What follows belongs to an exercise in optimizing a design on an open flow for small area and a short achievable clock period; a production flow would make more cautious choices. In this exercise RTL edits were held to simulation tests only and were not proved equivalent to the original. Power figures rest on the tool's default switching activity, not on a simulated workload.

===== flow/run.sh =====
#!/bin/bash
# synth_recipe.tcl (not shown) runs the flow's synth.tcl, then flattens the netlist and writes it again
# the make line also repeats each setting of config.mk as NAME=value (left out here)
make -C /OpenROAD-flow-scripts/flow DESIGN_CONFIG=/design/flow/config.mk WORK_HOME=/design/flow/orfs CLKGATE_MAP_FILE= SYNTH_SCRIPT=/design/flow/synth_recipe.tcl finish

===== flow/config.mk =====
export PLATFORM = sky130hd
export DESIGN_NAME = ldpc_row_top
export DESIGN_NICKNAME = ldpc_row_top
export VERILOG_FILES = /design/flow/design.v
export SDC_FILE = /design/flow/constraint.sdc
export NUM_CORES = 4
export LEC_CHECK = 0
export CAP_MARGIN = 20
export CORE_MARGIN = 2
export CORE_UTILIZATION = 40
export CTS_CLUSTER_DIAMETER = 80
export CTS_CLUSTER_SIZE = 25
export SETUP_SLACK_MARGIN = 3.6
export SLEW_MARGIN = 20

===== flow/constraint.sdc =====
create_clock -name core_clock -period 6.0 [get_ports {clk}]
set_input_delay 1.2000 -clock core_clock [delete_from_list [all_inputs] [get_ports {clk}]]
set_output_delay 1.2000 -clock core_clock [all_outputs]
set_load 0.01 [all_outputs]

===== flow/design.v =====
package llr_pkg;
    localparam int MSG_W    = 6;
    localparam int MAG_W    = MSG_W - 1;
    localparam int IDX_W    = 3;
    localparam int MAX_COLS = 8;
    localparam int REC_W    = 2 * MAG_W + IDX_W + MAX_COLS;
endpackage
package row_ctrl_pkg;
    localparam int LAYER_W = 2;
    localparam int ADDR_W  = 5;
endpackage
module check_msg_mem (
    input  logic        clk,
    input  logic        rst_n,
    input  logic [9:0]  rd_grp,     
    input  logic [3:0]  rd_sub,     
    output logic [4:0]  rd_min1,
    output logic [4:0]  rd_min2,
    output logic [7:0]  rd_hit,
    output logic [7:0]  rd_sgn,
    output logic        rd_written,
    input  logic [9:0]  wr_grp,     
    input  logic [3:0]  wr_sub,
    input  logic [20:0] wr_data
);
    logic [20:0] mem  [0:39];
    logic [39:0] wrt;
    logic [39:0] rsel;
    logic [39:0] wsel;
    logic [20:0] rd;
    logic        rd_wrt;
    for (genvar r = 0; r < 40; r++)
    begin : g_sel
        assign rsel[r] = rd_grp[r / 4] & rd_sub[r % 4];
        assign wsel[r] = wr_grp[r / 4] & wr_sub[r % 4];
    end
    always_ff @(posedge clk)
    begin
        for (int r = 0; r < 40; r++)
        begin
            mem[r] <= (mem[r] & {21{~wsel[r]}}) | (wr_data & {21{wsel[r]}});
            wrt[r] <= rst_n & (wrt[r] | wsel[r]);
        end
    end
    always_comb
    begin
        rd     = '0;
        rd_wrt = 1'b0;
        for (int r = 0; r < 40; r++)
        begin
            rd     = rd | (mem[r] & {21{rsel[r]}});
            rd_wrt = rd_wrt | (wrt[r] & rsel[r]);
        end
    end
    assign rd_min1    = rd[20:16];
    assign rd_min2    = rd[15:11];
    assign rd_sgn     = rd[7:0];
    assign rd_written = rd_wrt;
    for (genvar i = 0; i < 8; i++)
    begin : g_hit
        assign rd_hit[i] = (rd[10:8] == i);
    end
endmodule
module check_msg_recover (
    input  logic        written,    
    input  logic [4:0]  min1,
    input  logic [4:0]  min2,
    input  logic        hit,        
    input  logic        sg,         
    input  logic [5:0]  l,
    output logic [6:0]  t
);
    logic [4:0] m;
    logic [6:0] b;
    logic [7:0] s;
    assign m = ({5{written & hit}} & min2) | ({5{written & ~hit}} & min1);
    assign b = sg ? {2'b00, m} : ~{2'b00, m};
    assign s = {l[5], l, 1'b1} + {b, ~sg};
    assign t = s[7:1];
endmodule
module q_sign_mag (
    input  logic [6:0]  t,
    output logic        neg,
    output logic [4:0]  mag
);
    logic [5:0] tn;
    logic [5:0] a;
    assign neg = t[6];
    assign tn  = ~t[5:0] + 6'd1;
    assign a   = t[6] ? tn : t[5:0];
    assign mag = a[5] ? 5'd31 : a[4:0];
endmodule
module min_sum_merge #(
    parameter int IW = 1
) (
    input  logic [4:0]    a1,
    input  logic [4:0]    a2,
    input  logic [IW-1:0] ai,
    input  logic [4:0]    b1,
    input  logic [4:0]    b2,
    input  logic [IW-1:0] bi,
    output logic [4:0]    m1,
    output logic [4:0]    m2,
    output logic [IW:0]   mi
);
    logic c;
    assign c  = b1 < a1;
    assign m1 = c ? b1 : a1;
    assign mi = c ? {1'b1, bi} : {1'b0, ai};
    assign m2 = c ? ((a1 < b2) ? a1 : b2) : ((b1 < a2) ? b1 : a2);
endmodule
module min_sum_pairs (
    input  logic [39:0] mag,
    output logic [3:0]  lt
);
    for (genvar j = 0; j < 4; j++)
    begin : g_lt
        assign lt[j] = mag[5*(2*j+1) +: 5] < mag[5*(2*j) +: 5];
    end
endmodule
module min_sum_quads (
    input  logic [39:0] mag,
    input  logic [3:0]  lt,
    output logic [9:0]  h1,         
    output logic [9:0]  h2,
    output logic [3:0]  hi
);
    logic [4:0] p1 [0:3];
    logic [4:0] p2 [0:3];
    for (genvar j = 0; j < 4; j++)
    begin : g_pair
        assign p1[j] = lt[j] ? mag[5*(2*j+1) +: 5] : mag[5*(2*j) +: 5];
        assign p2[j] = lt[j] ? mag[5*(2*j) +: 5]   : mag[5*(2*j+1) +: 5];
    end
    for (genvar k = 0; k < 2; k++)
    begin : g_quad
        min_sum_merge #(.IW(1)) u_m (
            .a1 (p1[2*k]),   .a2 (p2[2*k]),   .ai (lt[2*k]),
            .b1 (p1[2*k+1]), .b2 (p2[2*k+1]), .bi (lt[2*k+1]),
            .m1 (h1[5*k +: 5]), .m2 (h2[5*k +: 5]), .mi (hi[2*k +: 2])
        );
    end
endmodule
module llr_update (
    input  logic [7:0]  neg,
    input  logic [39:0] mag,
    input  logic [4:0]  min1,
    input  logic [4:0]  min2,
    input  logic [2:0]  idx,
    input  logic        par,
    output logic [7:0]  s,
    output logic [39:0] a
);
    logic [4:0] b;
    logic [6:0] xs;
    logic [4:0] x;
    assign b = par ? ~min1 : min1;
    assign xs = {1'b0, min2, 1'b1} + {1'b0, b, par};
    assign x  = (!par && xs[6]) ? 5'd31 : xs[5:1];
    for (genvar i = 0; i < 8; i++)
    begin : g_col
        logic [6:0] ys;
        logic [4:0] y;
        logic       hit;
        assign hit = (idx == i);
        assign ys  = {1'b0, mag[5*i +: 5], 1'b1} + {1'b0, b, par};
        assign y   = (!par && ys[6]) ? 5'd31 : ys[5:1];
        assign a[5*i +: 5] = hit ? x : y;
        assign s[i]        = neg[i] ^ (par & hit);
    end
endmodule
module llr_twos (
    input  logic        s,
    input  logic [4:0]  a,
    output logic [5:0]  o
);
    assign o = s ? -{1'b0, a} : {1'b0, a};
endmodule
module siso_row_unit (
    input  logic        clk,
    input  logic        rst_n,
    input  logic        req_valid,
    input  logic        req_layer,
    input  logic [4:0]  req_addr,
    input  logic [47:0] llr_in,
    output logic        rsp_valid,
    output logic        rsp_layer,
    output logic [4:0]  rsp_addr,
    output logic [47:0] llr_out
);
    logic        v    [1:8];
    logic        lay  [1:8];
    logic [4:0]  addr [1:8];
    logic [9:0]  rgrp, wgrp5;
    logic [3:0]  rsub, wsub5;
    logic [47:0] l1;
    logic [4:0]  rm1, rm2, rm1_1, rm2_1;
    logic [7:0]  rhit, rsgn, rhit_1, rsgn_1;
    logic        rwrt, rwrt_1;
    logic [55:0] t, t2;
    logic [7:0]  neg, neg3, neg4, neg5;
    logic [39:0] mag, mag3, mag4, mag5;
    logic [3:0]  lt, lt3;
    logic [9:0]  h1, h2, h1_4, h2_4;
    logic [3:0]  hi, hi_4;
    logic [4:0]  min1, min2, min1_5, min2_5;
    logic [2:0]  idx, idx5;
    logic        par5;
    logic [7:0]  s, s6;
    logic [39:0] a, a6;
    logic [47:0] o, o7;
    always_ff @(posedge clk)
    begin
        v[1]    <= rst_n & req_valid;
        lay[1]  <= req_layer;
        addr[1] <= req_addr;
        for (int k = 2; k <= 8; k++)
        begin
            v[k]    <= rst_n & v[k-1];
            lay[k]  <= lay[k-1];
            addr[k] <= addr[k-1];
        end
    end
    always_comb
    begin
        for (int g = 0; g < 10; g++)
            rgrp[g] = (req_layer == (g / 5)) && (req_addr[4:2] == (g % 5));
        for (int b = 0; b < 4; b++)
            rsub[b] = (req_addr[1:0] == b);
    end
    always_ff @(posedge clk)
    begin
        for (int g = 0; g < 10; g++)
            wgrp5[g] <= rst_n && v[4] && (lay[4] == (g / 5)) && (addr[4][4:2] == (g % 5));
        for (int b = 0; b < 4; b++)
            wsub5[b] <= (addr[4][1:0] == b);
    end
    check_msg_mem u_mem (
        .clk        (clk),
        .rst_n      (rst_n),
        .rd_grp     (rgrp),
        .rd_sub     (rsub),
        .rd_min1    (rm1),
        .rd_min2    (rm2),
        .rd_hit     (rhit),
        .rd_sgn     (rsgn),
        .rd_written (rwrt),
        .wr_grp     (wgrp5),
        .wr_sub     (wsub5),
        .wr_data    ({min1_5, min2_5, idx5, neg5 ^ {8{par5}}})
    );
    always_ff @(posedge clk)
    begin
        l1     <= llr_in;
        rm1_1  <= rm1;
        rm2_1  <= rm2;
        rhit_1 <= rhit;
        rsgn_1 <= rsgn;
        rwrt_1 <= rwrt;
    end
    for (genvar i = 0; i < 8; i++)
    begin : g_rec
        check_msg_recover u_rec (
            .written (rwrt_1),
            .min1    (rm1_1),
            .min2    (rm2_1),
            .hit     (rhit_1[i]),
            .sg      (rsgn_1[i]),
            .l       (l1[6*i +: 6]),
            .t       (t[7*i +: 7])
        );
    end
    always_ff @(posedge clk)
        t2 <= t;
    for (genvar i = 0; i < 8; i++)
    begin : g_q
        q_sign_mag u_q (
            .t   (t2[7*i +: 7]),
            .neg (neg[i]),
            .mag (mag[5*i +: 5])
        );
    end
    min_sum_pairs u_pairs (
        .mag (mag),
        .lt  (lt)
    );
    always_ff @(posedge clk)
    begin
        neg3 <= neg;
        mag3 <= mag;
        lt3  <= lt;
    end
    min_sum_quads u_quads (
        .mag (mag3),
        .lt  (lt3),
        .h1  (h1),
        .h2  (h2),
        .hi  (hi)
    );
    always_ff @(posedge clk)
    begin
        neg4 <= neg3;
        mag4 <= mag3;
        h1_4 <= h1;
        h2_4 <= h2;
        hi_4 <= hi;
    end
    min_sum_merge #(.IW(2)) u_row (
        .a1 (h1_4[4:0]), .a2 (h2_4[4:0]), .ai (hi_4[1:0]),
        .b1 (h1_4[9:5]), .b2 (h2_4[9:5]), .bi (hi_4[3:2]),
        .m1 (min1),      .m2 (min2),      .mi (idx)
    );
    always_ff @(posedge clk)
    begin
        neg5   <= neg4;
        mag5   <= mag4;
        min1_5 <= min1;
        min2_5 <= min2;
        idx5   <= idx;
        par5   <= ^neg4;
    end
    llr_update u_upd (
        .neg  (neg5),
        .mag  (mag5),
        .min1 (min1_5),
        .min2 (min2_5),
        .idx  (idx5),
        .par  (par5),
        .s    (s),
        .a    (a)
    );
    always_ff @(posedge clk)
    begin
        s6 <= s;
        a6 <= a;
    end
    for (genvar i = 0; i < 8; i++)
    begin : g_out
        llr_twos u_twos (
            .s (s6[i]),
            .a (a6[5*i +: 5]),
            .o (o[6*i +: 6])
        );
    end
    always_ff @(posedge clk)
        o7 <= o;
    always_ff @(posedge clk)
    begin
        if (rst_n && v[7])
            llr_out <= o7;
        else
            llr_out <= '0;
    end
    assign rsp_valid = v[8];
    assign rsp_layer = lay[8];
    assign rsp_addr  = addr[8];
endmodule
module ldpc_row_top (
    input  logic        clk,
    input  logic        rst_n,
    input  logic        req_valid,
    input  logic [1:0]  req_layer,
    input  logic [4:0]  req_addr,
    input  logic [47:0] llr_in,
    output logic        rsp_valid,
    output logic [1:0]  rsp_layer,
    output logic [4:0]  rsp_addr,
    output logic [47:0] llr_out
);
    logic rsp_layer0;
    siso_row_unit u_row (
        .clk       (clk),
        .rst_n     (rst_n),
        .req_valid (req_valid),
        .req_layer (req_layer[0]),
        .req_addr  (req_addr),
        .llr_in    (llr_in),
        .rsp_valid (rsp_valid),
        .rsp_layer (rsp_layer0),
        .rsp_addr  (rsp_addr),
        .llr_out   (llr_out)
    );
    assign rsp_layer = {1'b0, rsp_layer0};
endmodule

==> results.txt <==
==> Yosys cell counts (all sizes together), types with 6 or more instances <==
cell type | number | area, sq um
a21boi | 26 | 195.2
a211o | 6 | 52.55
inv | 137 | 514.2
nor2 | 171 | 664.4
a21oi | 107 | 535.5
a2111oi | 29 | 272.8
a221oi | 6 | 52.55
nor2b | 32 | 200.2
o211ai | 10 | 75.07
nor3b | 19 | 142.6
dfxtp | 571 | 11430
nor4 | 9 | 77.57
nand4 | 45 | 281.5
and4 | 18 | 157.7
nand3 | 50 | 255.3
xor2 | 53 | 464.2
buf | 92 | 483.0
o21ai | 81 | 405.4
edfxtp | 840 | 25220
ha | 161 | 2014
a22oi | 397 | 2980
clkbuf | 67 | 251.5
or3 | 6 | 37.54
o21bai | 8 | 60.06
mux2 | 35 | 394.1
o41ai | 7 | 61.31
or2 | 10 | 62.56
o21a | 42 | 315.3
o31ai | 28 | 210.2
nor3 | 110 | 561.8
nand2 | 256 | 960.9
mux2i | 109 | 1091
and2 | 84 | 525.5
a211oi | 12 | 90.09
and3 | 132 | 827.1
o22ai | 10 | 62.56
nand2b | 16 | 100.1
a21o | 28 | 210.2
xnor2 | 136 | 1191
==> power groups by stage <==
stage	Clock [W]	Combinational (W)	Sequential, W
2_1_floorplan	0	0.00685	0.0133
3_3_place_gp	0	0.00922	0.0136
3_5_place_dp	0	0.00934	0.0136
4_1_cts	0.00567	0.0109	0.0133
5_1_grt	0.00599	0.0138	0.0135
6_report	0.00559	0.0128	0.0134
==> through the flow <==
step / cells / util (%)
2_1_floorplan: 4000 / -
3_3_place_gp: 5844 / 43.35
3_5_place_dp: 5844 / 43.35
4_1_cts: 6129 / 47.20
5_1_grt: 6187 / 48.58
6_report: 6187 / 48.58
==> final cells by class <==
type	instances	area, sq um
clock buffers	104	1922
clock inverters	20	326.6
fillers	11330	68710
inverters	137	516.7
multi-input cells	2293	18530
flip-flops and latches	1411	36770
well taps	1768	2212
repair buffers	454	4649
==> worst reg2reg max path, stage by stage, from the launching register on <==
cell       delay, ns
dfxtp_4         0.42
buf_12          0.17
xor2_4          0.22
ha_4            0.24
nor2b_4         0.12
o31a_1          0.29
o31a_4          0.34
a2111oi_4       0.21
buf_6           0.23
a21oi_4         0.09
==> repair_timing <==
action	CTS	global route
buffers inserted	154	56
pin swaps	97	106
gates cloned	7	2
resized for setup	627	277
setup endpoints to repair	186	126
==> cells in the final DEF, fill, tap and decap left out, drive strengths merged, types with 84 or more instances in the layout <==
cell / Yosys / final
a22oi: 397 / 397
inv: 137 / 148
nor3: 110 / 110
and2: 84 / 84
edfxtp: 840 / 840
xnor2: 136 / 136
nor2: 171 / 171
nand2: 256 / 256
and3: 132 / 132
dfxtp: 571 / 571
mux2i: 109 / 109
ha: 161 / 161
a21oi: 107 / 107
clkbuf: 67 / 108
buf: 92 / 397
==> cell families after synthesis <==
kind of cell    Yosys count  share of synthesized area, %
fa+ha+maj               161                         3.736
simple gates            986                         9.545
compound gates          812                         10.59
xor+xnor                189                         3.070
flops                  1411                         67.98
mux                     144                         2.755
buf+inv                 296                         2.316
other cells               1                      0.006955
==> worst max-delay path by stage <==
stage          slack, ns                 endpoint  cells after the start               start
3_5_place_dp        1.25   u_row.rm1_1[3]$_DFF_P_                      7         req_addr[2]
3_3_place_gp        1.26   u_row.rm1_1[3]$_DFF_P_                      7         req_addr[3]
6_report            3.47  u_row.rhit_1[5]$_DFF_P_                      9        req_layer[0]
5_1_grt             3.45     u_row.a6[34]$_DFF_P_                     10  u_row.par5$_DFF_P_
2_1_floorplan       3.19     u_row.a6[14]$_DFF_P_                     12  u_row.par5$_DFF_P_
4_1_cts             3.49     u_row.a6[24]$_DFF_P_                      9  u_row.par5$_DFF_P_
==> metal layers <==
layer | track usage (%) | up-vias | routed length [microns]
li1 | - | 15650 | -
met1 | 35.27 | 17730 | 72420
met2 | 36.25 | 2102 | 75040
met3 | 5.493 | 357 | 20890
met4 | 9.327 | 0 | 6952
met5 | 0 | - | 0
==> results.sh <==
export IMPL_status="no timing/DRC/antenna violations"
export IMPL_grt_max_degree=97
export IMPL_fmax_mhz=395.2
export IMPL_slew_violations=0
export IMPL_start_util_pct=40.35
export IMPL_drv_cap=0
export IMPL_gr_total_overflow=0
export IMPL_ys_flop_type="edfxtp_1"
export IMPL_ys_seq_elements=1411
export IMPL_ctsHoldBuffers=0
export IMPL_post_route_period_util_pct=42.17
export IMPL_vias=35850
export IMPL_switchingPower_w=0.01136
export IMPL_crit_fanout=6
export IMPL_synth_edf_count=840
export IMPL_sequentialPowerShare_pct=42.1
export IMPL_r2r_slack_ns=3.54
export IMPL_powerDensity_nw_per_um2=488.7
export IMPL_drive_gt1_share_pct=21.93
export IMPL_clk_latency_ns=0.75
export IMPL_timing_rr_start="u_row.par5$_DFF_P_"
export IMPL_synthArstFlopShare_pct=0
export IMPL_syn_area_per_cell_sq_um=13.48
export IMPL_holdPathEnd="u_row.lay[7]$_DFF_P_"
export IMPL_cp_start_kind="input port"
export IMPL_hold_viol=0
export IMPL_path_cells="buf_12 > buf_12 > or4b_4 > nor2_4 > buf_6 > a22oi_2 > and3_4 > and3_4 > nor3_4"
export IMPL_yosysSeqAreaShare_pct=67.98
export IMPL_drt_wirelength_per_cell_microns=28.33
export IMPL_antenna_found_initial=2
export IMPL_rows=134
export IMPL_hold_depth=0
export IMPL_syn_nets=4219
export IMPL_drtPass1Iterations=5
export IMPL_routed_wl_microns=175300
export IMPL_io_buffer_count=111
export IMPL_setup_ws_ns=3.470
export IMPL_critPathKind="in -> reg"
export IMPL_core_area_sq_um=133600
export IMPL_cts_made_buffers=71
export IMPL_nets=4587
export IMPL_crit_slowest_cell="or4b_4"
export IMPL_ys_types=70
export IMPL_finalSetupViolCount=0
export IMPL_relSlewSlack_pct=18.69
export IMPL_reg2regPathDepth=9
export IMPL_dieArea_sq_um=137700
export IMPL_totalPowerFinal_w=0.03173
export IMPL_cts_sink_count=1411
export IMPL_max_stage_delay_ns=0.63
export IMPL_p_clk_share_pct=17.6
export IMPL_rsz0062_at_grt="yes"
export IMPL_netSwitchingFraction_pct=35.80
export IMPL_route_detailed_drc=0
export IMPL_arrival_ns=3.17
export IMPL_clk_path_buf_depth=3
export IMPL_fin_hold_ws_ns=0.3197
export IMPL_syn2layout_area_growth_pct=20.40
export IMPL_hp_class="reg -> reg"
export IMPL_drt_iter0_markers=4758
export IMPL_die_height_microns=371.1
export IMPL_total_leakage_power_nw=23.09
export IMPL_grt_pass1_wl_microns=240800
export IMPL_fp_dieW_microns=371.1
export IMPL_diodes=0
export IMPL_hold_start="u_row.lay[6]$_DFF_P_"
export IMPL_first_global_vias=32900
export IMPL_vdd_drop_max_mv=0.3942
export IMPL_critical_path_required_ns=6.64
export IMPL_synth_area_sq_um=53920
export IMPL_tightest_slew_ns=1.220
export IMPL_path_clk_slew_ns=0.10
export IMPL_end_kind="flop"
export IMPL_combPwrFrac_pct=40.2
export IMPL_path_delay_family="simple AND/OR/NAND/NOR gates"
export IMPL_synthesis_instances=4000
export IMPL_htree_levels=3
export IMPL_drt_antenna_violating_nets=0
export IMPL_cts_root_buf="clkbuf_16"
export IMPL_via_per_inst=5.794
export IMPL_fin_area_sq_um=64920
export IMPL_p_int_w=0.02037
export IMPL_fin_tns_setup_ns=0
export IMPL_clock_skew_ns=0.06146
export IMPL_dp_hpwl_microns=102400
export IMPL_ys_warn_count=11
export IMPL_fin_crit_ns=2.530
export IMPL_grt_usage_pct=24.59
export IMPL_critPathBufInv=3
export IMPL_r2r_end="u_row.a6[34]$_DFF_P_"
export IMPL_ios=114
export IMPL_dpl_worst_slack_ns=1.251
export IMPL_globalplace_congestion=0.8656
export IMPL_placed_area_sq_um=57930
export IMPL_cts_tree="yes"

==> what the ideal ports hide <==
No port has a modelled driver above. Below, the same layout with a new extraction and two added sets of constraints.
Step 1: set_driving_cell puts a clkbuf_16 on clk and a buf_2 on each other input, an assumption about the parent block.
Step 2, shift: input delay + t, output delay - t, t = (earliest + latest rising clock arrival at the registers) / 2. This alone moves slack from input paths to output paths.
a / b / c = no drivers / after step 1 / after step 2; a / b = the first two.
shift t [ns]: 0.791
setup WS [ns]: 3.470 / 3.495 / 2.703
worst slew at a driven data input, ns: 0.12
After both steps setup and hold are still met in this run. For this run, drivers alone change the setup slack by +0.025 ns; drivers and shift together by -0.767 ns.
